Source: an optimization exercise on an open RTL-to-GDS flow (aim: small area). Production flows keep margins and buffers that such runs may drop. Where RTL was checked, it was by simulation tests only, not by an equivalence proof against the original. For run 1, only the layout was checked, not whether the RTL still works. No activity file was given, so power comes from the tool's default toggle rates.

==> flow/design.v, too long to show whole: its modules and the start of the top module <==
// module pitch_table: 66 lines
// module synth_control: 71 lines
// module inc_core: 1299 lines
// module synth_axil_regs: 99 lines
// module oscillator: 35 lines
// module sine_core: 928 lines
// module phase_adder: 197 lines
// module pwm_modulator: 37 lines
// module midi_synth: 62 lines
module midi_synth #(
	parameter int sample_div = 16,
	parameter int pwm_bits = 8
) (
	input logic clock,
	input logic reset,
	input synth_pkg::axil_addr_t awaddr,
	input logic awvalid,
	output logic awready,
	input synth_pkg::axil_data_t wdata,
	input synth_pkg::axil_strb_t wstrb,
	input logic wvalid,
	output logic wready,
	output synth_pkg::axil_resp_t bresp,
	output logic bvalid,
	input logic bready,
	input synth_pkg::axil_addr_t araddr,
	input logic arvalid,
	output logic arready,
	output synth_pkg::axil_data_t rdata,
	output synth_pkg::axil_resp_t rresp,
	output logic rvalid,
	input logic rready,
	output logic audio_pwm,
	output logic audio_enable
);
  // ...
==> flow/run.sh <==
#!/bin/bash
# synth_recipe.tcl (not shown) runs the flow's synth.tcl, then flattens the netlist and writes it again
# the make line also repeats each setting of config.mk as NAME=value (left out here)
make -C /OpenROAD-flow-scripts/flow DESIGN_CONFIG=/design/flow/config.mk WORK_HOME=/design/flow/orfs CLKGATE_MAP_FILE= SYNTH_SCRIPT=/design/flow/synth_recipe.tcl finish
==> flow/config.mk <==
export PLATFORM = sky130hd
export DESIGN_NAME = midi_synth
export DESIGN_NICKNAME = midi_synth
export VERILOG_FILES = /design/flow/design.v
export SDC_FILE = /design/flow/constraint.sdc
export NUM_CORES = 4
export LEC_CHECK = 0
export CAP_MARGIN = 20
export CORE_MARGIN = 2
export CORE_UTILIZATION = 40
export GPL_TIMING_DRIVEN = 0
export SLEW_MARGIN = 20
==> flow/constraint.sdc <==
create_clock -name core_clock -period 12.0 [get_ports {clock}]
set_input_delay 2.4000 -clock core_clock [delete_from_list [all_inputs] [get_ports {clock}]]
set_output_delay 2.4000 -clock core_clock [all_outputs]
set_load 0.01 [all_outputs]
==> impl_metrics.tcl, run 1 <==
set metrics [dict create \
    power.density_nw_per_um2 111.6 \
    fmax_mhz 73.51 \
    maxPowerGroup "combinational cells" \
    syn_area_sq_um 18490 \
    dr.max_layer_used "met4" \
    cts_tree "done" \
    synth-seq-area-share_pct 15.59 \
    post-place-ws_ns -3.163 \
    outcome "finished with violations" \
    layout_setup_ws_ns -1.603 \
    grt_util_met3_pct 2.938 \
    synthSimpleGateAreaFrac_pct 16.01 \
    cts.sinks 123 \
    post-synth-top-area-cell "fa_1" \
    dp_hpwl_um 51860 \
    cp_slowest_stage_delay_ns 0.57 \
    worstMarginPinSlew_ns 1.052 \
    grt_pass1_vias 17080 \
    multi_input_area_sq_um 14080 \
    critPathBufInv 13 \
    clock_path_buffers 2 \
    worstSetupStartpoint "u_control.cur_note[6]" \
    drc 0 \
    crit_arrival_ns 13.89 \
    top_register "u_regs.rdata" \
    grt.met2_usage_pct 47.15 \
    check-failures "negative setup slack" \
    grt_max_degree 28 \
    die_h_um 219.0 \
    ant_nets 0 \
    setup_viol 7 \
    hold_depth 1 \
    synth_xor_area_share_pct 4.196 \
    core_sq_um 45480 \
    ios 102 \
    clkbuf_count 17 \
    crit_end "u_control.increment[23]" \
    async_flop_share_pct 0 \
    met1_length_um 26500 \
    path_class "flop to flop" \
    port_buffers 83 \
    grt_use_total_pct 27.38 \
    pg_seq_mw 0.531 \
    overflow 0 \
]
==> run 2: changes to the inputs <==
--- a/flow/design.v
+++ b/flow/design.v
@@ -835,6 +835,24 @@
 	logic m_640;
 	logic m_641;
 	logic m_642;
+	logic m_643;
+	logic m_644;
+	logic m_645;
+	logic m_646;
+	logic m_647;
+	logic m_648;
+	logic m_649;
+	logic m_650;
+	logic m_651;
+	logic m_652;
+	logic m_653;
+	logic m_654;
+	logic m_655;
+	logic m_656;
+	logic m_657;
+	logic m_658;
+	logic m_659;
+	logic m_660;
 	assign m_0 = base[0];
 	assign m_1 = v[0] & dd[4];
 	assign m_2 = v[1] & dd[3];
@@ -1030,26 +1048,26 @@
 	assign m_192 = lo;
 	assign m_193 = v[4] & dd[23];
 	assign m_194 = (lo & ~dd[21]) | (up1 & dd[21]) | (up2 & dd[20]);
-	assign m_195 = m_177 ^ m_176 ^ m_175;
-	assign m_196 = (m_177 & m_176) | (m_177 & m_175) | (m_176 & m_175);
-	assign m_197 = m_181 ^ m_180 ^ m_178;
-	assign m_198 = (m_181 & m_180) | (m_181 & m_178) | (m_180 & m_178);
-	assign m_199 = m_179 ^ m_196 ^ m_197;
-	assign m_200 = (m_179 & m_196) | (m_179 & m_197) | (m_196 & m_197);
+	assign m_195 = m_177 ^ m_176;
+	assign m_196 = m_177 & m_176;
+	assign m_197 = m_181 ^ m_180 ^ m_196;
+	assign m_198 = (m_181 & m_180) | (m_181 & m_196) | (m_180 & m_196);
+	assign m_199 = m_178 ^ m_179 ^ m_197;
+	assign m_200 = (m_178 & m_179) | (m_178 & m_197) | (m_179 & m_197);
 	assign m_201 = m_186 ^ m_185 ^ m_182;
 	assign m_202 = (m_186 & m_185) | (m_186 & m_182) | (m_185 & m_182);
 	assign m_203 = m_183 ^ m_184 ^ m_198;
 	assign m_204 = (m_183 & m_184) | (m_183 & m_198) | (m_184 & m_198);
-	assign m_205 = m_201 ^ m_200 ^ m_203;
-	assign m_206 = (m_201 & m_200) | (m_201 & m_203) | (m_200 & m_203);
+	assign m_205 = m_200 ^ m_201 ^ m_203;
+	assign m_206 = (m_200 & m_201) | (m_200 & m_203) | (m_201 & m_203);
 	assign m_207 = m_192 ^ m_191 ^ m_187;
 	assign m_208 = (m_192 & m_191) | (m_192 & m_187) | (m_191 & m_187);
 	assign m_209 = m_188 ^ m_189 ^ m_190;
 	assign m_210 = (m_188 & m_189) | (m_188 & m_190) | (m_189 & m_190);
-	assign m_211 = m_202 ^ m_207 ^ m_209;
-	assign m_212 = (m_202 & m_207) | (m_202 & m_209) | (m_207 & m_209);
-	assign m_213 = m_204 ^ m_211 ^ m_206;
-	assign m_214 = (m_204 & m_211) | (m_204 & m_206) | (m_211 & m_206);
+	assign m_211 = m_202 ^ m_204 ^ m_207;
+	assign m_212 = (m_202 & m_204) | (m_202 & m_207) | (m_204 & m_207);
+	assign m_213 = m_209 ^ m_206 ^ m_211;
+	assign m_214 = (m_209 & m_206) | (m_209 & m_211) | (m_206 & m_211);
 	assign m_215 = m_0 ^ m_6 ^ m_1;
 	assign m_216 = (m_0 & m_6) | (m_0 & m_1) | (m_6 & m_1);
 	assign m_217 = m_2 ^ m_3 ^ m_4;
@@ -1058,8 +1076,8 @@
 	assign m_220 = (m_5 & m_208) | (m_5 & m_210) | (m_208 & m_210);
 	assign m_221 = m_215 ^ m_217 ^ m_212;
 	assign m_222 = (m_215 & m_217) | (m_215 & m_212) | (m_217 & m_212);
-	assign m_223 = m_219 ^ m_221 ^ m_214;
-	assign m_224 = (m_219 & m_221) | (m_219 & m_214) | (m_221 & m_214);
+	assign m_223 = m_219 ^ m_214 ^ m_221;
+	assign m_224 = (m_219 & m_214) | (m_219 & m_221) | (m_214 & m_221);
 	assign m_225 = m_7 ^ m_14 ^ m_8;
 	assign m_226 = (m_7 & m_14) | (m_7 & m_8) | (m_14 & m_8);
 	assign m_227 = m_9 ^ m_10 ^ m_11;
@@ -1140,8 +1158,8 @@
 	assign m_302 = (m_284 & m_286) | (m_284 & m_297) | (m_286 & m_297);
 	assign m_303 = m_299 ^ m_288 ^ m_301;
 	assign m_304 = (m_299 & m_288) | (m_299 & m_301) | (m_288 & m_301);
-	assign m_305 = m_290 ^ m_303 ^ m_292;
-	assign m_306 = (m_290 & m_303) | (m_290 & m_292) | (m_303 & m_292);
+	assign m_305 = m_290 ^ m_303;
+	assign m_306 = m_290 & m_303;
 	assign m_307 = m_58 ^ m_59 ^ m_60;
 	assign m_308 = (m_58 & m_59) | (m_58 & m_60) | (m_59 & m_60);
 	assign m_309 = m_61 ^ m_62 ^ m_63;
@@ -1168,8 +1186,8 @@
 	assign m_330 = (m_312 & m_314) | (m_312 & m_325) | (m_314 & m_325);
 	assign m_331 = m_327 ^ m_316 ^ m_329;
 	assign m_332 = (m_327 & m_316) | (m_327 & m_329) | (m_316 & m_329);
-	assign m_333 = m_318 ^ m_331 ^ m_320;
-	assign m_334 = (m_318 & m_331) | (m_318 & m_320) | (m_331 & m_320);
+	assign m_333 = m_318 ^ m_331;
+	assign m_334 = m_318 & m_331;
 	assign m_335 = m_74 ^ m_75 ^ m_76;
 	assign m_336 = (m_74 & m_75) | (m_74 & m_76) | (m_75 & m_76);
 	assign m_337 = m_77 ^ m_78 ^ m_79;
@@ -1196,8 +1214,8 @@
 	assign m_358 = (m_340 & m_342) | (m_340 & m_353) | (m_342 & m_353);
 	assign m_359 = m_355 ^ m_344 ^ m_357;
 	assign m_360 = (m_355 & m_344) | (m_355 & m_357) | (m_344 & m_357);
-	assign m_361 = m_346 ^ m_359 ^ m_348;
-	assign m_362 = (m_346 & m_359) | (m_346 & m_348) | (m_359 & m_348);
+	assign m_361 = m_346 ^ m_359;
+	assign m_362 = m_346 & m_359;
 	assign m_363 = m_90 ^ m_91 ^ m_92;
 	assign m_364 = (m_90 & m_91) | (m_90 & m_92) | (m_91 & m_92);
 	assign m_365 = m_93 ^ m_94 ^ m_95;
@@ -1224,8 +1242,8 @@
 	assign m_386 = (m_368 & m_370) | (m_368 & m_381) | (m_370 & m_381);
 	assign m_387 = m_383 ^ m_372 ^ m_385;
 	assign m_388 = (m_383 & m_372) | (m_383 & m_385) | (m_372 & m_385);
-	assign m_389 = m_374 ^ m_387 ^ m_376;
-	assign m_390 = (m_374 & m_387) | (m_374 & m_376) | (m_387 & m_376);
+	assign m_389 = m_374 ^ m_387;
+	assign m_390 = m_374 & m_387;
 	assign m_391 = m_106 ^ m_107 ^ m_108;
 	assign m_392 = (m_106 & m_107) | (m_106 & m_108) | (m_107 & m_108);
 	assign m_393 = m_109 ^ m_110 ^ m_111;
@@ -1252,8 +1270,8 @@
 	assign m_414 = (m_396 & m_398) | (m_396 & m_409) | (m_398 & m_409);
 	assign m_415 = m_411 ^ m_400 ^ m_413;
 	assign m_416 = (m_411 & m_400) | (m_411 & m_413) | (m_400 & m_413);
-	assign m_417 = m_402 ^ m_415 ^ m_404;
-	assign m_418 = (m_402 & m_415) | (m_402 & m_404) | (m_415 & m_404);
+	assign m_417 = m_402 ^ m_415;
+	assign m_418 = m_402 & m_415;
 	assign m_419 = m_122 ^ m_123 ^ m_124;
 	assign m_420 = (m_122 & m_123) | (m_122 & m_124) | (m_123 & m_124);
 	assign m_421 = m_125 ^ m_126 ^ m_127;
@@ -1280,8 +1298,8 @@
 	assign m_442 = (m_424 & m_426) | (m_424 & m_437) | (m_426 & m_437);
 	assign m_443 = m_439 ^ m_428 ^ m_441;
 	assign m_444 = (m_439 & m_428) | (m_439 & m_441) | (m_428 & m_441);
-	assign m_445 = m_430 ^ m_443 ^ m_432;
-	assign m_446 = (m_430 & m_443) | (m_430 & m_432) | (m_443 & m_432);
+	assign m_445 = m_430 ^ m_443;
+	assign m_446 = m_430 & m_443;
 	assign m_447 = m_138 ^ m_139 ^ m_140;
 	assign m_448 = (m_138 & m_139) | (m_138 & m_140) | (m_139 & m_140);
 	assign m_449 = m_141 ^ m_142 ^ m_143;
@@ -1318,8 +1336,8 @@
 	assign m_480 = (m_473 & m_475) | (m_473 & m_466) | (m_475 & m_466);
 	assign m_481 = m_477 ^ m_468 ^ m_479;
 	assign m_482 = (m_477 & m_468) | (m_477 & m_479) | (m_468 & m_479);
-	assign m_483 = m_470 ^ m_481 ^ m_472;
-	assign m_484 = (m_470 & m_481) | (m_470 & m_472) | (m_481 & m_472);
+	assign m_483 = m_470 ^ m_481;
+	assign m_484 = m_470 & m_481;
 	assign m_485 = m_160 ^ m_161 ^ m_162;
 	assign m_486 = (m_160 & m_161) | (m_160 & m_162) | (m_161 & m_162);
 	assign m_487 = m_163 ^ m_164 ^ m_165;
@@ -1345,140 +1363,158 @@
 	assign m_507 = m_498 ^ m_505 ^ m_500;
 	assign m_508 = (m_498 & m_505) | (m_498 & m_500) | (m_505 & m_500);
 	assign m_509 = m_193 ^ m_194 ^ m_504;
-	assign m_510 = m_506 ^ m_509 ^ m_508;
-	assign m_511 = m_236 & m_249;
-	assign m_512 = m_236 ^ m_249;
-	assign m_513 = m_250 & m_263;
-	assign m_514 = m_250 ^ m_263;
-	assign m_515 = m_460 & m_471;
-	assign m_516 = m_460 ^ m_471;
-	assign m_517 = m_484 & m_493;
-	assign m_518 = m_484 ^ m_493;
-	assign m_519 = m_494 & m_501;
-	assign m_520 = m_494 ^ m_501;
-	assign m_521 = m_502 & m_507;
-	assign m_522 = m_502 ^ m_507;
-	assign m_523 = 1'b0 | (m_199 & 1'b0);
-	assign m_524 = m_199 & m_195;
-	assign m_525 = 1'b0 | (m_213 & 1'b0);
-	assign m_526 = m_213 & m_205;
-	assign m_527 = 1'b0 | (m_235 & 1'b0);
-	assign m_528 = m_235 & m_223;
-	assign m_529 = m_513 | (m_514 & m_511);
-	assign m_530 = m_514 & m_512;
-	assign m_531 = 1'b0 | (m_291 & 1'b0);
-	assign m_532 = m_291 & m_277;
-	assign m_533 = 1'b0 | (m_319 & 1'b0);
-	assign m_534 = m_319 & m_305;
-	assign m_535 = 1'b0 | (m_347 & 1'b0);
-	assign m_536 = m_347 & m_333;
-	assign m_537 = 1'b0 | (m_375 & 1'b0);
-	assign m_538 = m_375 & m_361;
-	assign m_539 = 1'b0 | (m_403 & 1'b0);
-	assign m_540 = m_403 & m_389;
-	assign m_541 = 1'b0 | (m_431 & 1'b0);
-	assign m_542 = m_431 & m_417;
-	assign m_543 = 1'b0 | (m_459 & 1'b0);
-	assign m_544 = m_459 & m_445;
-	assign m_545 = 1'b0 | (m_483 & m_515);
-	assign m_546 = m_483 & m_516;
-	assign m_547 = m_519 | (m_520 & m_517);
-	assign m_548 = m_520 & m_518;
-	assign m_549 = 1'b0 | (m_510 & m_521);
-	assign m_550 = m_510 & m_522;
-	assign m_551 = m_525 | (m_526 & m_523);
-	assign m_552 = m_526 & m_524;
-	assign m_553 = m_529 | (m_530 & m_527);
-	assign m_554 = m_530 & m_528;
-	assign m_555 = m_533 | (m_534 & m_531);
-	assign m_556 = m_534 & m_532;
-	assign m_557 = m_537 | (m_538 & m_535);
-	assign m_558 = m_538 & m_536;
-	assign m_559 = m_541 | (m_542 & m_539);
-	assign m_560 = m_542 & m_540;
-	assign m_561 = m_545 | (m_546 & m_543);
-	assign m_562 = m_546 & m_544;
-	assign m_563 = m_549 | (m_550 & m_547);
-	assign m_564 = m_550 & m_548;
-	assign m_565 = m_553 | (m_554 & m_551);
-	assign m_566 = m_554 & m_552;
-	assign m_567 = m_557 | (m_558 & m_555);
-	assign m_568 = m_558 & m_556;
-	assign m_569 = m_561 | (m_562 & m_559);
-	assign m_570 = m_562 & m_560;
-	assign m_571 = m_567 | (m_568 & m_565);
-	assign m_572 = m_568 & m_566;
-	assign m_573 = m_569 | (m_570 & m_571);
-	assign m_574 = m_570 & m_572;
-	assign m_575 = m_555 | (m_556 & m_565);
-	assign m_576 = m_556 & m_566;
-	assign m_577 = m_559 | (m_560 & m_571);
-	assign m_578 = m_560 & m_572;
-	assign m_579 = m_563 | (m_564 & m_573);
-	assign m_580 = m_564 & m_574;
-	assign m_581 = m_527 | (m_528 & m_551);
-	assign m_582 = m_528 & m_552;
-	assign m_583 = m_531 | (m_532 & m_565);
-	assign m_584 = m_532 & m_566;
-	assign m_585 = m_535 | (m_536 & m_575);
-	assign m_586 = m_536 & m_576;
-	assign m_587 = m_539 | (m_540 & m_571);
-	assign m_588 = m_540 & m_572;
-	assign m_589 = m_543 | (m_544 & m_577);
-	assign m_590 = m_544 & m_578;
-	assign m_591 = m_547 | (m_548 & m_573);
-	assign m_592 = m_548 & m_574;
-	assign m_593 = 1'b0 | (m_205 & m_523);
-	assign m_594 = m_205 & m_524;
-	assign m_595 = 1'b0 | (m_223 & m_551);
-	assign m_596 = m_223 & m_552;
-	assign m_597 = m_511 | (m_512 & m_581);
-	assign m_598 = m_512 & m_582;
-	assign m_599 = 1'b0 | (m_277 & m_565);
-	assign m_600 = m_277 & m_566;
-	assign m_601 = 1'b0 | (m_305 & m_583);
-	assign m_602 = m_305 & m_584;
-	assign m_603 = 1'b0 | (m_333 & m_575);
-	assign m_604 = m_333 & m_576;
-	assign m_605 = 1'b0 | (m_361 & m_585);
-	assign m_606 = m_361 & m_586;
-	assign m_607 = 1'b0 | (m_389 & m_571);
-	assign m_608 = m_389 & m_572;
-	assign m_609 = 1'b0 | (m_417 & m_587);
-	assign m_610 = m_417 & m_588;
-	assign m_611 = 1'b0 | (m_445 & m_577);
-	assign m_612 = m_445 & m_578;
-	assign m_613 = m_515 | (m_516 & m_589);
-	assign m_614 = m_516 & m_590;
-	assign m_615 = m_517 | (m_518 & m_573);
-	assign m_616 = m_518 & m_574;
-	assign m_617 = m_521 | (m_522 & m_591);
-	assign m_618 = m_522 & m_592;
-	assign m_619 = m_223 ^ m_551;
-	assign m_620 = m_235 ^ m_595;
-	assign m_621 = m_512 ^ m_581;
-	assign m_622 = m_514 ^ m_597;
-	assign m_623 = m_277 ^ m_565;
-	assign m_624 = m_291 ^ m_599;
-	assign m_625 = m_305 ^ m_583;
-	assign m_626 = m_319 ^ m_601;
-	assign m_627 = m_333 ^ m_575;
-	assign m_628 = m_347 ^ m_603;
-	assign m_629 = m_361 ^ m_585;
-	assign m_630 = m_375 ^ m_605;
-	assign m_631 = m_389 ^ m_571;
-	assign m_632 = m_403 ^ m_607;
-	assign m_633 = m_417 ^ m_587;
-	assign m_634 = m_431 ^ m_609;
-	assign m_635 = m_445 ^ m_577;
-	assign m_636 = m_459 ^ m_611;
-	assign m_637 = m_516 ^ m_589;
-	assign m_638 = m_483 ^ m_613;
-	assign m_639 = m_518 ^ m_573;
-	assign m_640 = m_520 ^ m_615;
-	assign m_641 = m_522 ^ m_591;
-	assign m_642 = m_510 ^ m_617;
-	assign inc = {m_642, m_641, m_640, m_639, m_638, m_637, m_636, m_635, m_634, m_633, m_632, m_631, m_630, m_629, m_628, m_627, m_626, m_625, m_624, m_623, m_622, m_621, m_620, m_619};
+	assign m_510 = m_506 ^ m_509;
+	assign m_511 = m_175 & m_195;
+	assign m_512 = m_175 ^ m_195;
+	assign m_513 = m_236 & m_249;
+	assign m_514 = m_236 ^ m_249;
+	assign m_515 = m_250 & m_263;
+	assign m_516 = m_250 ^ m_263;
+	assign m_517 = m_292 & m_305;
+	assign m_518 = m_292 ^ m_305;
+	assign m_519 = m_320 & m_333;
+	assign m_520 = m_320 ^ m_333;
+	assign m_521 = m_348 & m_361;
+	assign m_522 = m_348 ^ m_361;
+	assign m_523 = m_376 & m_389;
+	assign m_524 = m_376 ^ m_389;
+	assign m_525 = m_404 & m_417;
+	assign m_526 = m_404 ^ m_417;
+	assign m_527 = m_432 & m_445;
+	assign m_528 = m_432 ^ m_445;
+	assign m_529 = m_460 & m_471;
+	assign m_530 = m_460 ^ m_471;
+	assign m_531 = m_472 & m_483;
+	assign m_532 = m_472 ^ m_483;
+	assign m_533 = m_484 & m_493;
+	assign m_534 = m_484 ^ m_493;
+	assign m_535 = m_494 & m_501;
+	assign m_536 = m_494 ^ m_501;
+	assign m_537 = m_502 & m_507;
+	assign m_538 = m_502 ^ m_507;
+	assign m_539 = m_508 & m_510;
+	assign m_540 = m_508 ^ m_510;
+	assign m_541 = 1'b0 | (m_199 & m_511);
+	assign m_542 = m_199 & m_512;
+	assign m_543 = 1'b0 | (m_213 & 1'b0);
+	assign m_544 = m_213 & m_205;
+	assign m_545 = 1'b0 | (m_235 & 1'b0);
+	assign m_546 = m_235 & m_223;
+	assign m_547 = m_515 | (m_516 & m_513);
+	assign m_548 = m_516 & m_514;
+	assign m_549 = 1'b0 | (m_291 & 1'b0);
+	assign m_550 = m_291 & m_277;
+	assign m_551 = 1'b0 | (m_319 & m_517);
+	assign m_552 = m_319 & m_518;
+	assign m_553 = 1'b0 | (m_347 & m_519);
+	assign m_554 = m_347 & m_520;
+	assign m_555 = 1'b0 | (m_375 & m_521);
+	assign m_556 = m_375 & m_522;
+	assign m_557 = 1'b0 | (m_403 & m_523);
+	assign m_558 = m_403 & m_524;
+	assign m_559 = 1'b0 | (m_431 & m_525);
+	assign m_560 = m_431 & m_526;
+	assign m_561 = 1'b0 | (m_459 & m_527);
+	assign m_562 = m_459 & m_528;
+	assign m_563 = m_531 | (m_532 & m_529);
+	assign m_564 = m_532 & m_530;
+	assign m_565 = m_535 | (m_536 & m_533);
+	assign m_566 = m_536 & m_534;
+	assign m_567 = m_539 | (m_540 & m_537);
+	assign m_568 = m_540 & m_538;
+	assign m_569 = m_543 | (m_544 & m_541);
+	assign m_570 = m_544 & m_542;
+	assign m_571 = m_547 | (m_548 & m_545);
+	assign m_572 = m_548 & m_546;
+	assign m_573 = m_551 | (m_552 & m_549);
+	assign m_574 = m_552 & m_550;
+	assign m_575 = m_555 | (m_556 & m_553);
+	assign m_576 = m_556 & m_554;
+	assign m_577 = m_559 | (m_560 & m_557);
+	assign m_578 = m_560 & m_558;
+	assign m_579 = m_563 | (m_564 & m_561);
+	assign m_580 = m_564 & m_562;
+	assign m_581 = m_567 | (m_568 & m_565);
+	assign m_582 = m_568 & m_566;
+	assign m_583 = m_571 | (m_572 & m_569);
+	assign m_584 = m_572 & m_570;
+	assign m_585 = m_575 | (m_576 & m_573);
+	assign m_586 = m_576 & m_574;
+	assign m_587 = m_579 | (m_580 & m_577);
+	assign m_588 = m_580 & m_578;
+	assign m_589 = m_585 | (m_586 & m_583);
+	assign m_590 = m_586 & m_584;
+	assign m_591 = m_587 | (m_588 & m_589);
+	assign m_592 = m_588 & m_590;
+	assign m_593 = m_573 | (m_574 & m_583);
+	assign m_594 = m_574 & m_584;
+	assign m_595 = m_577 | (m_578 & m_589);
+	assign m_596 = m_578 & m_590;
+	assign m_597 = m_581 | (m_582 & m_591);
+	assign m_598 = m_582 & m_592;
+	assign m_599 = m_545 | (m_546 & m_569);
+	assign m_600 = m_546 & m_570;
+	assign m_601 = m_549 | (m_550 & m_583);
+	assign m_602 = m_550 & m_584;
+	assign m_603 = m_553 | (m_554 & m_593);
+	assign m_604 = m_554 & m_594;
+	assign m_605 = m_557 | (m_558 & m_589);
+	assign m_606 = m_558 & m_590;
+	assign m_607 = m_561 | (m_562 & m_595);
+	assign m_608 = m_562 & m_596;
+	assign m_609 = m_565 | (m_566 & m_591);
+	assign m_610 = m_566 & m_592;
+	assign m_611 = 1'b0 | (m_205 & m_541);
+	assign m_612 = m_205 & m_542;
+	assign m_613 = 1'b0 | (m_223 & m_569);
+	assign m_614 = m_223 & m_570;
+	assign m_615 = m_513 | (m_514 & m_599);
+	assign m_616 = m_514 & m_600;
+	assign m_617 = 1'b0 | (m_277 & m_583);
+	assign m_618 = m_277 & m_584;
+	assign m_619 = m_517 | (m_518 & m_601);
+	assign m_620 = m_518 & m_602;
+	assign m_621 = m_519 | (m_520 & m_593);
+	assign m_622 = m_520 & m_594;
+	assign m_623 = m_521 | (m_522 & m_603);
+	assign m_624 = m_522 & m_604;
+	assign m_625 = m_523 | (m_524 & m_589);
+	assign m_626 = m_524 & m_590;
+	assign m_627 = m_525 | (m_526 & m_605);
+	assign m_628 = m_526 & m_606;
+	assign m_629 = m_527 | (m_528 & m_595);
+	assign m_630 = m_528 & m_596;
+	assign m_631 = m_529 | (m_530 & m_607);
+	assign m_632 = m_530 & m_608;
+	assign m_633 = m_533 | (m_534 & m_591);
+	assign m_634 = m_534 & m_592;
+	assign m_635 = m_537 | (m_538 & m_609);
+	assign m_636 = m_538 & m_610;
+	assign m_637 = m_223 ^ m_569;
+	assign m_638 = m_235 ^ m_613;
+	assign m_639 = m_514 ^ m_599;
+	assign m_640 = m_516 ^ m_615;
+	assign m_641 = m_277 ^ m_583;
+	assign m_642 = m_291 ^ m_617;
+	assign m_643 = m_518 ^ m_601;
+	assign m_644 = m_319 ^ m_619;
+	assign m_645 = m_520 ^ m_593;
+	assign m_646 = m_347 ^ m_621;
+	assign m_647 = m_522 ^ m_603;
+	assign m_648 = m_375 ^ m_623;
+	assign m_649 = m_524 ^ m_589;
+	assign m_650 = m_403 ^ m_625;
+	assign m_651 = m_526 ^ m_605;
+	assign m_652 = m_431 ^ m_627;
+	assign m_653 = m_528 ^ m_595;
+	assign m_654 = m_459 ^ m_629;
+	assign m_655 = m_530 ^ m_607;
+	assign m_656 = m_532 ^ m_631;
+	assign m_657 = m_534 ^ m_591;
+	assign m_658 = m_536 ^ m_633;
+	assign m_659 = m_538 ^ m_609;
+	assign m_660 = m_540 ^ m_635;
+	assign inc = {m_660, m_659, m_658, m_657, m_656, m_655, m_654, m_653, m_652, m_651, m_650, m_649, m_648, m_647, m_646, m_645, m_644, m_643, m_642, m_641, m_640, m_639, m_638, m_637};
 endmodule
 `timescale 1ns/10ps
 module synth_axil_regs (
@@ -2082,6 +2118,38 @@
 	logic q_457;
 	logic q_458;
 	logic q_459;
+	logic q_460;
+	logic q_461;
+	logic q_462;
+	logic q_463;
+	logic q_464;
+	logic q_465;
+	logic q_466;
+	logic q_467;
+	logic q_468;
+	logic q_469;
+	logic q_470;
+	logic q_471;
+	logic q_472;
+	logic q_473;
+	logic q_474;
+	logic q_475;
+	logic q_476;
+	logic q_477;
+	logic q_478;
+	logic q_479;
+	logic q_480;
+	logic q_481;
+	logic q_482;
+	logic q_483;
+	logic q_484;
+	logic q_485;
+	logic q_486;
+	logic q_487;
+	logic q_488;
+	logic q_489;
+	logic q_490;
+	logic q_491;
 	assign q_0 = u[0];
 	assign q_1 = p15 & u[0];
 	assign q_2 = p15 | ~q14;
@@ -2226,20 +2294,20 @@
 	assign q_141 = (q_5 & q_138) | (q_5 & q_137) | (q_138 & q_137);
 	assign q_142 = q_9 ^ q_7 ^ q_8;
 	assign q_143 = (q_9 & q_7) | (q_9 & q_8) | (q_7 & q_8);
-	assign q_144 = q_139 ^ q_142 ^ q_141;
-	assign q_145 = (q_139 & q_142) | (q_139 & q_141) | (q_142 & q_141);
+	assign q_144 = q_139 ^ q_142;
+	assign q_145 = q_139 & q_142;
 	assign q_146 = q_12 ^ q_14 ^ q_10;
 	assign q_147 = (q_12 & q_14) | (q_12 & q_10) | (q_14 & q_10);
 	assign q_148 = q_11 ^ q_13 ^ q_143;
 	assign q_149 = (q_11 & q_13) | (q_11 & q_143) | (q_13 & q_143);
-	assign q_150 = q_146 ^ q_148 ^ q_145;
-	assign q_151 = (q_146 & q_148) | (q_146 & q_145) | (q_148 & q_145);
+	assign q_150 = q_146 ^ q_145 ^ q_148;
+	assign q_151 = (q_146 & q_145) | (q_146 & q_148) | (q_145 & q_148);
 	assign q_152 = q_18 ^ q_15 ^ q_16;
 	assign q_153 = (q_18 & q_15) | (q_18 & q_16) | (q_15 & q_16);
 	assign q_154 = q_17 ^ q_147 ^ q_152;
 	assign q_155 = (q_17 & q_147) | (q_17 & q_152) | (q_147 & q_152);
-	assign q_156 = q_149 ^ q_154 ^ q_151;
-	assign q_157 = (q_149 & q_154) | (q_149 & q_151) | (q_154 & q_151);
+	assign q_156 = q_149 ^ q_154;
+	assign q_157 = q_149 & q_154;
 	assign q_158 = q_22 ^ q_24 ^ q_19;
 	assign q_159 = (q_22 & q_24) | (q_22 & q_19) | (q_24 & q_19);
 	assign q_160 = q_20 ^ q_21 ^ q_23;
@@ -2264,8 +2332,8 @@
 	assign q_179 = (q_35 & q_167) | (q_35 & q_174) | (q_167 & q_174);
 	assign q_180 = q_176 ^ q_169 ^ q_178;
 	assign q_181 = (q_176 & q_169) | (q_176 & q_178) | (q_169 & q_178);
-	assign q_182 = q_171 ^ q_180 ^ q_173;
-	assign q_183 = (q_171 & q_180) | (q_171 & q_173) | (q_180 & q_173);
+	assign q_182 = q_171 ^ q_180;
+	assign q_183 = q_171 & q_180;
 	assign q_184 = q_42 ^ q_37 ^ q_38;
 	assign q_185 = (q_42 & q_37) | (q_42 & q_38) | (q_37 & q_38);
 	assign q_186 = q_39 ^ q_40 ^ q_41;
@@ -2286,8 +2354,8 @@
 	assign q_201 = (q_187 & q_194) | (q_187 & q_196) | (q_194 & q_196);
 	assign q_202 = q_198 ^ q_189 ^ q_200;
 	assign q_203 = (q_198 & q_189) | (q_198 & q_200) | (q_189 & q_200);
-	assign q_204 = q_191 ^ q_202 ^ q_193;
-	assign q_205 = (q_191 & q_202) | (q_191 & q_193) | (q_202 & q_193);
+	assign q_204 = q_191 ^ q_202;
+	assign q_205 = q_191 & q_202;
 	assign q_206 = q_57 ^ q_51 ^ q_52;
 	assign q_207 = (q_57 & q_51) | (q_57 & q_52) | (q_51 & q_52);
 	assign q_208 = q_53 ^ q_54 ^ q_55;
@@ -2298,8 +2366,8 @@
 	assign q_213 = (q_206 & q_208) | (q_206 & q_199) | (q_208 & q_199);
 	assign q_214 = q_210 ^ q_201 ^ q_212;
 	assign q_215 = (q_210 & q_201) | (q_210 & q_212) | (q_201 & q_212);
-	assign q_216 = q_203 ^ q_214 ^ q_205;
-	assign q_217 = (q_203 & q_214) | (q_203 & q_205) | (q_214 & q_205);
+	assign q_216 = q_203 ^ q_205 ^ q_214;
+	assign q_217 = (q_203 & q_205) | (q_203 & q_214) | (q_205 & q_214);
 	assign q_218 = q_64 ^ q_66 ^ q_58;
 	assign q_219 = (q_64 & q_66) | (q_64 & q_58) | (q_66 & q_58);
 	assign q_220 = q_59 ^ q_60 ^ q_61;
@@ -2312,8 +2380,8 @@
 	assign q_227 = (q_220 & q_222) | (q_220 & q_211) | (q_222 & q_211);
 	assign q_228 = q_224 ^ q_213 ^ q_226;
 	assign q_229 = (q_224 & q_213) | (q_224 & q_226) | (q_213 & q_226);
-	assign q_230 = q_215 ^ q_228 ^ q_217;
-	assign q_231 = (q_215 & q_228) | (q_215 & q_217) | (q_228 & q_217);
+	assign q_230 = q_215 ^ q_228;
+	assign q_231 = q_215 & q_228;
 	assign q_232 = q_74 ^ q_67 ^ q_68;
 	assign q_233 = (q_74 & q_67) | (q_74 & q_68) | (q_67 & q_68);
 	assign q_234 = q_69 ^ q_70 ^ q_71;
@@ -2352,8 +2420,8 @@
 	assign q_267 = (q_260 & q_262) | (q_260 & q_264) | (q_262 & q_264);
 	assign q_268 = q_253 ^ q_255 ^ q_266;
 	assign q_269 = (q_253 & q_255) | (q_253 & q_266) | (q_255 & q_266);
-	assign q_270 = q_257 ^ q_268 ^ q_259;
-	assign q_271 = (q_257 & q_268) | (q_257 & q_259) | (q_268 & q_259);
+	assign q_270 = q_257 ^ q_268;
+	assign q_271 = q_257 & q_268;
 	assign q_272 = q_96 ^ q_90 ^ q_91;
 	assign q_273 = (q_96 & q_90) | (q_96 & q_91) | (q_90 & q_91);
 	assign q_274 = q_92 ^ q_93 ^ q_94;
@@ -2364,8 +2432,8 @@
 	assign q_279 = (q_272 & q_274) | (q_272 & q_265) | (q_274 & q_265);
 	assign q_280 = q_276 ^ q_267 ^ q_278;
 	assign q_281 = (q_276 & q_267) | (q_276 & q_278) | (q_267 & q_278);
-	assign q_282 = q_269 ^ q_280 ^ q_271;
-	assign q_283 = (q_269 & q_280) | (q_269 & q_271) | (q_280 & q_271);
+	assign q_282 = q_269 ^ q_280;
+	assign q_283 = q_269 & q_280;
 	assign q_284 = q_97 ^ q_98 ^ q_99;
 	assign q_285 = (q_97 & q_98) | (q_97 & q_99) | (q_98 & q_99);
 	assign q_286 = q_100 ^ q_101 ^ q_273;
@@ -2384,165 +2452,197 @@
 	assign q_299 = (q_285 & q_294) | (q_285 & q_296) | (q_294 & q_296);
 	assign q_300 = q_287 ^ q_298 ^ q_289;
 	assign q_301 = (q_287 & q_298) | (q_287 & q_289) | (q_298 & q_289);
-	assign q_302 = q_300 ^ q_291 ^ q_293;
-	assign q_303 = (q_300 & q_291) | (q_300 & q_293) | (q_291 & q_293);
+	assign q_302 = q_300 ^ q_291;
+	assign q_303 = q_300 & q_291;
 	assign q_304 = q_108 ^ q_109 ^ q_110;
 	assign q_305 = (q_108 & q_109) | (q_108 & q_110) | (q_109 & q_110);
 	assign q_306 = q_111 ^ q_295 ^ q_297;
 	assign q_307 = (q_111 & q_295) | (q_111 & q_297) | (q_295 & q_297);
 	assign q_308 = q_304 ^ q_306 ^ q_299;
 	assign q_309 = (q_304 & q_306) | (q_304 & q_299) | (q_306 & q_299);
-	assign q_310 = q_308 ^ q_301 ^ q_303;
-	assign q_311 = (q_308 & q_301) | (q_308 & q_303) | (q_301 & q_303);
+	assign q_310 = q_308 ^ q_301;
+	assign q_311 = q_308 & q_301;
 	assign q_312 = q_116 ^ q_112 ^ q_113;
 	assign q_313 = (q_116 & q_112) | (q_116 & q_113) | (q_112 & q_113);
 	assign q_314 = q_114 ^ q_115 ^ q_305;
 	assign q_315 = (q_114 & q_115) | (q_114 & q_305) | (q_115 & q_305);
 	assign q_316 = q_312 ^ q_307 ^ q_314;
 	assign q_317 = (q_312 & q_307) | (q_312 & q_314) | (q_307 & q_314);
-	assign q_318 = q_309 ^ q_316 ^ q_311;
-	assign q_319 = (q_309 & q_316) | (q_309 & q_311) | (q_316 & q_311);
+	assign q_318 = q_309 ^ q_316;
+	assign q_319 = q_309 & q_316;
 	assign q_320 = q_117 ^ q_118 ^ q_119;
 	assign q_321 = (q_117 & q_118) | (q_117 & q_119) | (q_118 & q_119);
 	assign q_322 = q_313 ^ q_320 ^ q_315;
 	assign q_323 = (q_313 & q_320) | (q_313 & q_315) | (q_320 & q_315);
-	assign q_324 = q_317 ^ q_322 ^ q_319;
-	assign q_325 = (q_317 & q_322) | (q_317 & q_319) | (q_322 & q_319);
+	assign q_324 = q_317 ^ q_322;
+	assign q_325 = q_317 & q_322;
 	assign q_326 = q_123 ^ q_120 ^ q_121;
 	assign q_327 = (q_123 & q_120) | (q_123 & q_121) | (q_120 & q_121);
 	assign q_328 = q_122 ^ q_321 ^ q_326;
 	assign q_329 = (q_122 & q_321) | (q_122 & q_326) | (q_321 & q_326);
-	assign q_330 = q_328 ^ q_323 ^ q_325;
-	assign q_331 = (q_328 & q_323) | (q_328 & q_325) | (q_323 & q_325);
+	assign q_330 = q_328 ^ q_323;
+	assign q_331 = q_328 & q_323;
 	assign q_332 = q_124 ^ q_125 ^ q_327;
 	assign q_333 = (q_124 & q_125) | (q_124 & q_327) | (q_125 & q_327);
-	assign q_334 = q_332 ^ q_329 ^ q_331;
-	assign q_335 = (q_332 & q_329) | (q_332 & q_331) | (q_329 & q_331);
+	assign q_334 = q_332 ^ q_329;
+	assign q_335 = q_332 & q_329;
 	assign q_336 = q_128 ^ q_126 ^ q_127;
 	assign q_337 = (q_128 & q_126) | (q_128 & q_127) | (q_126 & q_127);
-	assign q_338 = q_336 ^ q_333 ^ q_335;
-	assign q_339 = (q_336 & q_333) | (q_336 & q_335) | (q_333 & q_335);
-	assign q_340 = q_129 ^ q_337 ^ q_339;
-	assign q_341 = (q_129 & q_337) | (q_129 & q_339) | (q_337 & q_339);
-	assign q_342 = q_131 ^ q_130 ^ q_341;
-	assign q_343 = (q_131 & q_130) | (q_131 & q_341) | (q_130 & q_341);
-	assign q_344 = q_245 & q_258;
-	assign q_345 = q_245 ^ q_258;
-	assign q_346 = 1'b0 | (q_136 & 1'b0);
-	assign q_347 = q_136 & q_134;
-	assign q_348 = 1'b0 | (q_144 & 1'b0);
-	assign q_349 = q_144 & q_140;
-	assign q_350 = 1'b0 | (q_156 & 1'b0);
-	assign q_351 = q_156 & q_150;
-	assign q_352 = 1'b0 | (q_172 & 1'b0);
-	assign q_353 = q_172 & q_164;
-	assign q_354 = 1'b0 | (q_192 & 1'b0);
-	assign q_355 = q_192 & q_182;
-	assign q_356 = 1'b0 | (q_216 & 1'b0);
-	assign q_357 = q_216 & q_204;
-	assign q_358 = 1'b0 | (q_244 & 1'b0);
-	assign q_359 = q_244 & q_230;
-	assign q_360 = 1'b0 | (q_270 & q_344);
-	assign q_361 = q_270 & q_345;
-	assign q_362 = 1'b0 | (q_292 & 1'b0);
-	assign q_363 = q_292 & q_282;
-	assign q_364 = 1'b0 | (q_310 & 1'b0);
-	assign q_365 = q_310 & q_302;
-	assign q_366 = 1'b0 | (q_324 & 1'b0);
-	assign q_367 = q_324 & q_318;
-	assign q_368 = 1'b0 | (q_334 & 1'b0);
-	assign q_369 = q_334 & q_330;
-	assign q_370 = 1'b0 | (q_340 & 1'b0);
-	assign q_371 = q_340 & q_338;
-	assign q_372 = 1'b0 | (q_343 & 1'b0);
-	assign q_373 = q_343 & q_342;
-	assign q_374 = q_348 | (q_349 & q_346);
-	assign q_375 = q_349 & q_347;
-	assign q_376 = q_352 | (q_353 & q_350);
-	assign q_377 = q_353 & q_351;
-	assign q_378 = q_356 | (q_357 & q_354);
-	assign q_379 = q_357 & q_355;
-	assign q_380 = q_360 | (q_361 & q_358);
-	assign q_381 = q_361 & q_359;
-	assign q_382 = q_364 | (q_365 & q_362);
-	assign q_383 = q_365 & q_363;
-	assign q_384 = q_368 | (q_369 & q_366);
-	assign q_385 = q_369 & q_367;
-	assign q_386 = q_372 | (q_373 & q_370);
-	assign q_387 = q_373 & q_371;
-	assign q_388 = q_376 | (q_377 & q_374);
-	assign q_389 = q_377 & q_375;
-	assign q_390 = q_380 | (q_381 & q_378);
-	assign q_391 = q_381 & q_379;
-	assign q_392 = q_384 | (q_385 & q_382);
-	assign q_393 = q_385 & q_383;
-	assign q_394 = q_390 | (q_391 & q_388);
-	assign q_395 = q_391 & q_389;
-	assign q_396 = q_392 | (q_393 & q_394);
-	assign q_397 = q_393 & q_395;
-	assign q_398 = q_378 | (q_379 & q_388);
-	assign q_399 = q_379 & q_389;
-	assign q_400 = q_382 | (q_383 & q_394);
-	assign q_401 = q_383 & q_395;
-	assign q_402 = q_386 | (q_387 & q_396);
-	assign q_403 = q_387 & q_397;
-	assign q_404 = q_350 | (q_351 & q_374);
-	assign q_405 = q_351 & q_375;
-	assign q_406 = q_354 | (q_355 & q_388);
-	assign q_407 = q_355 & q_389;
-	assign q_408 = q_358 | (q_359 & q_398);
-	assign q_409 = q_359 & q_399;
-	assign q_410 = q_362 | (q_363 & q_394);
-	assign q_411 = q_363 & q_395;
-	assign q_412 = q_366 | (q_367 & q_400);
-	assign q_413 = q_367 & q_401;
-	assign q_414 = q_370 | (q_371 & q_396);
-	assign q_415 = q_371 & q_397;
-	assign q_416 = 1'b0 | (q_140 & q_346);
-	assign q_417 = q_140 & q_347;
-	assign q_418 = 1'b0 | (q_150 & q_374);
-	assign q_419 = q_150 & q_375;
-	assign q_420 = 1'b0 | (q_164 & q_404);
-	assign q_421 = q_164 & q_405;
-	assign q_422 = 1'b0 | (q_182 & q_388);
-	assign q_423 = q_182 & q_389;
-	assign q_424 = 1'b0 | (q_204 & q_406);
-	assign q_425 = q_204 & q_407;
-	assign q_426 = 1'b0 | (q_230 & q_398);
-	assign q_427 = q_230 & q_399;
-	assign q_428 = q_344 | (q_345 & q_408);
-	assign q_429 = q_345 & q_409;
-	assign q_430 = 1'b0 | (q_282 & q_394);
-	assign q_431 = q_282 & q_395;
-	assign q_432 = 1'b0 | (q_302 & q_410);
-	assign q_433 = q_302 & q_411;
-	assign q_434 = 1'b0 | (q_318 & q_400);
-	assign q_435 = q_318 & q_401;
-	assign q_436 = 1'b0 | (q_330 & q_412);
-	assign q_437 = q_330 & q_413;
-	assign q_438 = 1'b0 | (q_338 & q_396);
-	assign q_439 = q_338 & q_397;
-	assign q_440 = 1'b0 | (q_342 & q_414);
-	assign q_441 = q_342 & q_415;
-	assign q_442 = 1'b0 | (1'b0 & q_402);
-	assign q_443 = 1'b0 & q_403;
-	assign q_444 = q_244 ^ q_426;
-	assign q_445 = q_345 ^ q_408;
-	assign q_446 = q_270 ^ q_428;
-	assign q_447 = q_282 ^ q_394;
-	assign q_448 = q_292 ^ q_430;
-	assign q_449 = q_302 ^ q_410;
-	assign q_450 = q_310 ^ q_432;
-	assign q_451 = q_318 ^ q_400;
-	assign q_452 = q_324 ^ q_434;
-	assign q_453 = q_330 ^ q_412;
-	assign q_454 = q_334 ^ q_436;
-	assign q_455 = q_338 ^ q_396;
-	assign q_456 = q_340 ^ q_438;
-	assign q_457 = q_342 ^ q_414;
-	assign q_458 = q_343 ^ q_440;
-	assign q_459 = 1'b0 ^ q_402;
-	assign z = {q_459, q_458, q_457, q_456, q_455, q_454, q_453, q_452, q_451, q_450, q_449, q_448, q_447, q_446, q_445, q_444};
+	assign q_338 = q_336 ^ q_333;
+	assign q_339 = q_336 & q_333;
+	assign q_340 = q_129 ^ q_337;
+	assign q_341 = q_129 & q_337;
+	assign q_342 = q_131 ^ q_130;
+	assign q_343 = q_131 & q_130;
+	assign q_344 = q_141 & q_144;
+	assign q_345 = q_141 ^ q_144;
+	assign q_346 = q_151 & q_156;
+	assign q_347 = q_151 ^ q_156;
+	assign q_348 = q_173 & q_182;
+	assign q_349 = q_173 ^ q_182;
+	assign q_350 = q_193 & q_204;
+	assign q_351 = q_193 ^ q_204;
+	assign q_352 = q_217 & q_230;
+	assign q_353 = q_217 ^ q_230;
+	assign q_354 = q_245 & q_258;
+	assign q_355 = q_245 ^ q_258;
+	assign q_356 = q_259 & q_270;
+	assign q_357 = q_259 ^ q_270;
+	assign q_358 = q_271 & q_282;
+	assign q_359 = q_271 ^ q_282;
+	assign q_360 = q_293 & q_302;
+	assign q_361 = q_293 ^ q_302;
+	assign q_362 = q_303 & q_310;
+	assign q_363 = q_303 ^ q_310;
+	assign q_364 = q_311 & q_318;
+	assign q_365 = q_311 ^ q_318;
+	assign q_366 = q_319 & q_324;
+	assign q_367 = q_319 ^ q_324;
+	assign q_368 = q_325 & q_330;
+	assign q_369 = q_325 ^ q_330;
+	assign q_370 = q_331 & q_334;
+	assign q_371 = q_331 ^ q_334;
+	assign q_372 = q_335 & q_338;
+	assign q_373 = q_335 ^ q_338;
+	assign q_374 = q_339 & q_340;
+	assign q_375 = q_339 ^ q_340;
+	assign q_376 = q_341 & q_342;
+	assign q_377 = q_341 ^ q_342;
+	assign q_378 = 1'b0 | (q_136 & 1'b0);
+	assign q_379 = q_136 & q_134;
+	assign q_380 = q_344 | (q_345 & 1'b0);
+	assign q_381 = q_345 & q_140;
+	assign q_382 = q_346 | (q_347 & 1'b0);
+	assign q_383 = q_347 & q_150;
+	assign q_384 = 1'b0 | (q_172 & 1'b0);
+	assign q_385 = q_172 & q_164;
+	assign q_386 = 1'b0 | (q_192 & q_348);
+	assign q_387 = q_192 & q_349;
+	assign q_388 = 1'b0 | (q_216 & q_350);
+	assign q_389 = q_216 & q_351;
+	assign q_390 = 1'b0 | (q_244 & q_352);
+	assign q_391 = q_244 & q_353;
+	assign q_392 = q_356 | (q_357 & q_354);
+	assign q_393 = q_357 & q_355;
+	assign q_394 = 1'b0 | (q_292 & q_358);
+	assign q_395 = q_292 & q_359;
+	assign q_396 = q_362 | (q_363 & q_360);
+	assign q_397 = q_363 & q_361;
+	assign q_398 = q_366 | (q_367 & q_364);
+	assign q_399 = q_367 & q_365;
+	assign q_400 = q_370 | (q_371 & q_368);
+	assign q_401 = q_371 & q_369;
+	assign q_402 = q_374 | (q_375 & q_372);
+	assign q_403 = q_375 & q_373;
+	assign q_404 = 1'b0 | (q_343 & q_376);
+	assign q_405 = q_343 & q_377;
+	assign q_406 = q_380 | (q_381 & q_378);
+	assign q_407 = q_381 & q_379;
+	assign q_408 = q_384 | (q_385 & q_382);
+	assign q_409 = q_385 & q_383;
+	assign q_410 = q_388 | (q_389 & q_386);
+	assign q_411 = q_389 & q_387;
+	assign q_412 = q_392 | (q_393 & q_390);
+	assign q_413 = q_393 & q_391;
+	assign q_414 = q_396 | (q_397 & q_394);
+	assign q_415 = q_397 & q_395;
+	assign q_416 = q_400 | (q_401 & q_398);
+	assign q_417 = q_401 & q_399;
+	assign q_418 = q_404 | (q_405 & q_402);
+	assign q_419 = q_405 & q_403;
+	assign q_420 = q_408 | (q_409 & q_406);
+	assign q_421 = q_409 & q_407;
+	assign q_422 = q_412 | (q_413 & q_410);
+	assign q_423 = q_413 & q_411;
+	assign q_424 = q_416 | (q_417 & q_414);
+	assign q_425 = q_417 & q_415;
+	assign q_426 = q_422 | (q_423 & q_420);
+	assign q_427 = q_423 & q_421;
+	assign q_428 = q_424 | (q_425 & q_426);
+	assign q_429 = q_425 & q_427;
+	assign q_430 = q_410 | (q_411 & q_420);
+	assign q_431 = q_411 & q_421;
+	assign q_432 = q_414 | (q_415 & q_426);
+	assign q_433 = q_415 & q_427;
+	assign q_434 = q_418 | (q_419 & q_428);
+	assign q_435 = q_419 & q_429;
+	assign q_436 = q_382 | (q_383 & q_406);
+	assign q_437 = q_383 & q_407;
+	assign q_438 = q_386 | (q_387 & q_420);
+	assign q_439 = q_387 & q_421;
+	assign q_440 = q_390 | (q_391 & q_430);
+	assign q_441 = q_391 & q_431;
+	assign q_442 = q_394 | (q_395 & q_426);
+	assign q_443 = q_395 & q_427;
+	assign q_444 = q_398 | (q_399 & q_432);
+	assign q_445 = q_399 & q_433;
+	assign q_446 = q_402 | (q_403 & q_428);
+	assign q_447 = q_403 & q_429;
+	assign q_448 = 1'b0 | (q_140 & q_378);
+	assign q_449 = q_140 & q_379;
+	assign q_450 = 1'b0 | (q_150 & q_406);
+	assign q_451 = q_150 & q_407;
+	assign q_452 = 1'b0 | (q_164 & q_436);
+	assign q_453 = q_164 & q_437;
+	assign q_454 = q_348 | (q_349 & q_420);
+	assign q_455 = q_349 & q_421;
+	assign q_456 = q_350 | (q_351 & q_438);
+	assign q_457 = q_351 & q_439;
+	assign q_458 = q_352 | (q_353 & q_430);
+	assign q_459 = q_353 & q_431;
+	assign q_460 = q_354 | (q_355 & q_440);
+	assign q_461 = q_355 & q_441;
+	assign q_462 = q_358 | (q_359 & q_426);
+	assign q_463 = q_359 & q_427;
+	assign q_464 = q_360 | (q_361 & q_442);
+	assign q_465 = q_361 & q_443;
+	assign q_466 = q_364 | (q_365 & q_432);
+	assign q_467 = q_365 & q_433;
+	assign q_468 = q_368 | (q_369 & q_444);
+	assign q_469 = q_369 & q_445;
+	assign q_470 = q_372 | (q_373 & q_428);
+	assign q_471 = q_373 & q_429;
+	assign q_472 = q_376 | (q_377 & q_446);
+	assign q_473 = q_377 & q_447;
+	assign q_474 = 1'b0 | (1'b0 & q_434);
+	assign q_475 = 1'b0 & q_435;
+	assign q_476 = q_244 ^ q_458;
+	assign q_477 = q_355 ^ q_440;
+	assign q_478 = q_357 ^ q_460;
+	assign q_479 = q_359 ^ q_426;
+	assign q_480 = q_292 ^ q_462;
+	assign q_481 = q_361 ^ q_442;
+	assign q_482 = q_363 ^ q_464;
+	assign q_483 = q_365 ^ q_432;
+	assign q_484 = q_367 ^ q_466;
+	assign q_485 = q_369 ^ q_444;
+	assign q_486 = q_371 ^ q_468;
+	assign q_487 = q_373 ^ q_428;
+	assign q_488 = q_375 ^ q_470;
+	assign q_489 = q_377 ^ q_446;
+	assign q_490 = q_343 ^ q_472;
+	assign q_491 = 1'b0 ^ q_434;
+	assign z = {q_491, q_490, q_489, q_488, q_487, q_486, q_485, q_484, q_483, q_482, q_481, q_480, q_479, q_478, q_477, q_476};
 endmodule
 module phase_adder (
 	input logic [23:0] a,
--- a/flow/config.mk
+++ b/flow/config.mk
@@ -5,6 +5,7 @@
 export SDC_FILE = /design/flow/constraint.sdc
 export NUM_CORES = 4
 export LEC_CHECK = 0
+export ABC_AREA = 1
 export CAP_MARGIN = 20
 export CORE_MARGIN = 2
 export CORE_UTILIZATION = 40
==> impl_metrics.tcl, run 2 <==
set metrics [dict create \
    syn_area_per_cell_sq_um 7.537 \
    fin_crit_sh_pct 92.37 \
    place_area_sq_um 20200 \
    endpoint_kind "flop" \
    cp.required_ns 12.39 \
    start_kind "flop" \
    final_common_cell "inv_1" \
    overflow 0 \
    fin_nets 2995 \
    place_inst 3151 \
    yosysWarnings 5 \
    async_flop_share_pct 0 \
    slew_headroom_pct 38.06 \
    clk_pin_slew_ns 0.06 \
    die_h_um 219.6 \
    clock_path_buffers 2 \
    grt_max_degree 34 \
    wire_per_inst_um 18.36 \
    die_w_um 219.6 \
    reg.largest.list "u_regs.rdata x32, u_control.increment x24, u_oscillator.phase x24" \
    peakVddDrop_mv 0.1619 \
    cp_slowest_stage_delay_ns 0.55 \
    start_util_pct 40.78 \
    synth.top_cells.by_area "fa_1 29%, inv_1 10%, nand2_1 9.3%, dfxtp_1 8.7%, edfxtp_1 6.8%" \
    worstMarginPinSlew_ns 0.9291 \
    drv_cap 0 \
    post-place-ws_ns 0.7944 \
    ys_top_cells_by_count "496 x inv_1, 458 x nand2_1, 271 x fa_1, 262 x nor2_1, 170 x o21ai_0" \
    crit_arrival_ns 11.47 \
    cts.sinks 123 \
    port_buffers 83 \
    drive_gt1_share_pct 4.919 \
    first_iter_violations 1633 \
    outcome "no timing/DRC/antenna violations" \
    reg2reg_depth 55 \
    synthDistinctLibCells 58 \
    dp_hpwl_um 49280 \
    gp_congestion 0.9656 \
    drc 0 \
    fin_crit_ns 11.08 \
    syn_area_sq_um 18590 \
    rows 78 \
    setup_viol 0 \
    grt_pass1_wl_um 92450 \
    cellLeakagePower_nw 9.933 \
    first_pass_iters 6 \
    ant_nets 0 \
    synth-seq-area-share_pct 15.51 \
    post-synth-top-area-cell "fa_1" \
    hold_class "flop to flop" \
    rsz0062_at_grt "false" \
    cts_tree "done" \
    ys.flop_type "dfxtp_1" \
    drt-total-wl_um 58430 \
    critPathBufInv 13 \
    core_sq_um 45580 \
    largest_reg_flops 32 \
    vias 17020 \
    synth_edf_count 42 \
    area_delta_synth_final_pct 11.65 \
    power.density_nw_per_um2 114.9 \
    clockRootBuffer "clkbuf_16" \
    path_max_fanout 12 \
    cp.depth 55 \
    antennaDiodeCount 0 \
    dieArea_sq_um 48200 \
    fmax_mhz 90.22 \
    ctsHoldBuffers 0 \
    layout_setup_ws_ns 0.9159 \
    p_total_mw 2.383 \
    hold_depth 1 \
    synth_most_common_cell "inv_1" \
    antenna_found_initial 0 \
    hold_violations 0 \
    mostFrequentLayoutCells "495 x inv_1, 458 x nand2_1, 271 x fa_1, 261 x nor2_1, 170 x o21ai_0" \
    path_class "flop to flop" \
    via_per_inst 5.350 \
    synth_top_area_share_pct 29.19 \
    numCtsBuffers 17 \
    crit_family "adder cells" \
    ys_ff_latch 123 \
    slowest_stage "fa_1" \
    cts_max_level 4 \
    synth_cells 2466 \
    drv_slew 0 \
    tns_ns 0 \
    ios 102 \
    clock_skew_ns 0.01168 \
    instances_no_fill 3182 \
    grt_pass1_vias 16560 \
    clk_latency_ns 0.44 \
    design_area_sq_um 20750 \
    top_register "u_regs.rdata" \
    grt_use_total_pct 24.89 \
]
==> run 2: routing by layer <==
metal / global-route usage [%] / vias to the layer above / part of all wire (%)
li1: - / 7899 / -
met1: 36.68 / 8303 / 46
met2: 38.40 / 736 / 44
met3: 2.788 / 86 / 7.6
met4: 7.230 / 0 / 2.3
met5: 0 / - / 0
==> run 2: final timing paths <==
kind | from | endpoint | slack, ns
worst max register to register | u_control.cur_note[7] | u_control.increment[23] | 0.92
worst min register to register | u_pwm.count[0] | u_pwm.count[0] | 0.44
worst min-delay path | u_pwm.count[0] | u_pwm.count[0] | 0.44
worst max-delay path | u_control.cur_note[7] | u_control.increment[23] | 0.92
==> run 2: stage by stage <==
stage | util [%] | hold WS [ns]
floorplan | - | 0.4173
global placement | 44.26 | 0.4306
detailed placement | 44.31 | 0.4408
CTS | 45.51 | 0.4503
global route | 45.53 | 0.4819
finish | 45.53 | 0.4445
==> run 2: cells by family after synthesis <==
logic type	after synthesis	synth area share, %
XOR/XNOR	51	2.504
adder cells (fa/ha/maj)	367	35.65
AO/OA/AOI/OAI	428	13.44
buffers and inverters	619	12.91
other	1	0.02018
flip-flops	123	15.51
AND/OR/NAND/NOR	868	19.48
multiplexers	9	0.4847
==> run 2: layout make-up <==
class / instances / area, sq um
Timing Repair Buffer: 84 / 850.8
Multi-Input combinational cell: 1725 / 13320
Tap cell: 600 / 750.7
Sequential cell: 123 / 2883
Inverter: 518 / 1949
Clock inverter: 15 / 122.6
Fill cell: 4616 / 24830
Buffer: 100 / 447.9
Clock buffer: 17 / 425.4
==> run 2: timing repair <==
| item | CTS | global route |
|---|---|---|
| resized for setup | 0 | 1 |
| buffers inserted | 0 | 0 |
| setup endpoints to repair | 0 | 1 |
==> run 2: worst reg2reg max path, delay by kind of cell (launching register included) <==
kind	cells	cell delay (ns)
fa+ha+maj	12	4.58
buf+inv	13	2.40
simple gates	21	2.27
compound gates	7	1.13
xor+xnor	2	0.34
flops	1	0.32
==> run 2: report_power, final <==
| part | internal [mW] | switching, mW | total, mW | leakage (nW) |
|---|---|---|---|---|
| Combinational | 0.549 | 0.839 | 1.39 | 8.59 |
| Sequential | 0.468 | 0.0390 | 0.507 | 1.06 |
| Clock | 0.284 | 0.205 | 0.489 | 0.274 |
==> run 3: changes to the inputs <==
--- a/flow/config.mk
+++ b/flow/config.mk
@@ -5,7 +5,6 @@
 export SDC_FILE = /design/flow/constraint.sdc
 export NUM_CORES = 4
 export LEC_CHECK = 0
-export ABC_AREA = 1
 export CAP_MARGIN = 20
 export CORE_MARGIN = 2
 export CORE_UTILIZATION = 40
==> impl_metrics.tcl, run 3 <==
set metrics [dict create \
    grt_max_degree 26 \
    dp_hpwl_um 56210 \
    fmax_mhz 87.60 \
    yosysWarnings 5 \
    met1_length_um 28840 \
    worstSetupStartpoint "u_control.cur_note[4]" \
    async_flop_share_pct 0 \
    hp-start "u_pwm.count[0]" \
    power_switching_mw 0.9672 \
    seqPwrFrac_pct 22.5 \
    cellLeakagePower_nw 9.737 \
    swShare_pct 43.23 \
    setup_viol 0 \
    ant_nets 0 \
    endpoint_kind "flop" \
    power.density_nw_per_um2 102.3 \
    path_max_fanout 19 \
    cp_slowest_stage_delay_ns 0.51 \
    antennaDiodeCount 0 \
    r2r_start "u_control.cur_note[4]" \
    path_common_cell "fa_1" \
    rr_endpoint "u_control.increment[23]" \
    fin_crit_sh_pct 95.13 \
    drv_cap 0 \
    ys.flop_type "dfxtp_1" \
    tns_ns 0 \
    p_int_mw 1.270 \
    nFillCells 4777 \
    first_iter_violations 1446 \
    syn_area_per_cell_sq_um 8.245 \
    start_kind "flop" \
    clk_pin_slew_ns 0.06 \
    grt_pass1_vias 18030 \
    core_sq_um 47950 \
    hold_class "flop to flop" \
    top_register "u_regs.rdata" \
    cts_max_level 4 \
    die_w_um 224.8 \
    peakVddDrop_mv 0.1470 \
    worstMarginPinSlew_ns 1.045 \
    grt_pass1_wl_um 106700 \
    first_pass_iters 7 \
    gp_congestion 0.9853 \
    synth-seq-area-share_pct 14.78 \
    clk_latency_ns 0.43 \
    dr.max_layer_used "met4" \
    synthDistinctLibCells 94 \
    dr_wl_met3_um 3315 \
    cts.sinks 123 \
    fin_crit_ns 11.42 \
    port_buffers 82 \
    hold_depth 1 \
    slowest_stage "fa_1" \
    antenna_found_initial 0 \
    reg2reg_depth 45 \
    clock_skew_ns 0.01886 \
    drc 0 \
    ctsHoldBuffers 0 \
    wl_met2_um 32960 \
    ys_ff_latch 123 \
    final_common_cell "inv_1" \
    drive_gt1_share_pct 5.714 \
    cts_tree "done" \
    dieArea_sq_um 50530 \
    drt-total-wl_um 67830 \
    synth_edf_count 42 \
    vias 17660 \
    post-synth-top-area-cell "fa_1" \
    synth_cells 2365 \
    fin_hold_ws_ns 0.4601 \
    post-place-ws_ns -1.402 \
    largest_reg_flops 32 \
    wire_per_inst_um 21.88 \
    fin_nets 2898 \
    pwr-share-comb_pct 53.2 \
    rows 80 \
    reg.largest.list "u_regs.rdata x32, u_control.increment x24, u_oscillator.phase x24" \
    power.share.clock_pct 24.3 \
    start_util_pct 40.67 \
    r2r_setup_slack_ns 0.58 \
    synth.top_cells.by_area "fa_1 28%, dfxtp_1 8.3%, edfxtp_1 6.5%, ha_1 6.2%, inv_1 6.1%" \
    hold_end "u_pwm.count[0]" \
    grt_use_total_pct 27.39 \
    slew_headroom_pct 30.13 \
    via_per_inst 5.695 \
    crit_arrival_ns 11.70 \
    overflow 0 \
    cp.required_ns 12.28 \
    rsz0062_at_grt "false" \
    clockRootBuffer "clkbuf_16" \
    hold_violations 0 \
    area_delta_synth_final_pct 12.20 \
    layout_setup_ws_ns 0.5839 \
    clock_path_buffers 2 \
    syn_area_sq_um 19500 \
    mostFrequentLayoutCells "318 x inv_1, 274 x nor2_1, 271 x fa_1, 252 x nand2_1, 118 x a21oi_1" \
    outcome "no timing/DRC/antenna violations" \
    die_h_um 224.8 \
    ios 102 \
    path_class "flop to flop" \
    synth_top_area_share_pct 27.82 \
    synth_most_common_cell "inv_1" \
    drv_slew 0 \
    ys_top_cells_by_count "319 x inv_1, 275 x nor2_1, 271 x fa_1, 252 x nand2_1, 118 x a21oi_1" \
    numCtsBuffers 17 \
]
## run 3: layout make-up
class                      instances  area, sq um  share of cell area [%]
buffer                           151        665.6                   3.042
clock buffer                      20        489.2                   2.236
clock inverter                    12        133.9                  0.6119
inverter                         331         1247                   5.702
multi-input combinational       1758        14790                   67.61
sequential                       123         2883                   13.18
tap                              615        769.5                   3.517
timing repair buffer              90        897.1                   4.100
## run 3: worst max-delay path, delay by kind of cell, from the launching register on
kind                       cells  cell delay (ns)
adders and majority gates     13             4.65
AOI/OAI and AO/OA             10             2.18
buffers and inverters         12             1.94
muxes                          2             0.80
and+or+nand+nor                5             0.68
xor gates and xnor gates       3             0.63
DFF                            1             0.32
## run 3: routing by layer
metal	vias up	track usage, %
li1	8010	-
met2	677	47.46
met4	0	9.784
met1	8839	35.62
met3	129	2.626
met5	-	0
## run 3: how the worst max path moves through the flow
stage,depth (start not counted),endpoint
floorplan,43,u_control.increment[23]
global placement,43,u_control.increment[23]
detailed placement,46,u_control.increment[23]
CTS,42,u_control.increment[23]
global route,45,u_control.increment[23]
finish,45,u_control.increment[23]
## run 3: repair_timing
action | in CTS | in global routing
pin swaps | 0 | 1
buffers inserted | 0 | 6
endpoints found under the setup margin | 12 | 9
gates resized for setup | 8 | 22
## run 3: power by group through the flow
stage | Sequential (mW) | Clock [mW] | Combinational [mW]
6_report | 0.503 | 0.544 | 1.19
5_1_grt | 0.507 | 0.564 | 1.34
4_1_cts | 0.502 | 0.545 | 1.19
3_5_place_dp | 0.511 | 0 | 1.18
3_3_place_gp | 0.510 | 0 | 1.16
2_1_floorplan | 0.495 | 0 | 0.830
## run 3: cell families (layout without fill, tap and decap cells)
group / after synthesis / in the layout / synth area share (%)
AOI/OAI and AO/OA: 459 / 459 / 15.45
xor gates and xnor gates: 59 / 59 / 2.881
adders and majority gates: 367 / 367 / 33.98
buffers and inverters: 485 / 604 / 9.734
DFF: 123 / 123 / 14.78
muxes: 96 / 96 / 5.377
other: 1 / 2 / 0.01923
and+or+nand+nor: 775 / 775 / 17.77
## run 3: through the flow
step,utilization [%],power [mW],cell area [sq um],std cells
CTS,45.40,2.237,21770,3095
global route,45.63,2.411,21880,3100
floorplan,-,1.325,19500,2366
global placement,43.99,1.667,21090,3063
detailed placement,44.08,1.686,21140,3065
finish,45.63,2.238,21880,3100

## what the ideal ports hide
How much do the figures lean on ideal ports? The routed layouts below were timed once more, with nothing changed but the port constraints.
Step 1: set_driving_cell puts a clkbuf_16 on clock and a buf_2 on each other input, an assumption about the parent block.
Step 2 times the ports against the registers' clock, not the clock port: input delays grow and output delays shrink by t, the midpoint of the rising clock arrivals with the driver on.
Three values: no drivers, after step 1, after step 2; two values: the first two.
run	t (ns)	slack for setup (ns)	worst register clock-pin slew, ns	pins driven straight from the clock port
run 1	0.456	-1.603 / -1.603 / -1.603	0.07 / 0.07	1
run 2	0.476	0.916 / 0.916 / 0.916	0.06 / 0.06	1
run 3	0.466	0.584 / 0.584 / 0.584	0.07 / 0.07	1
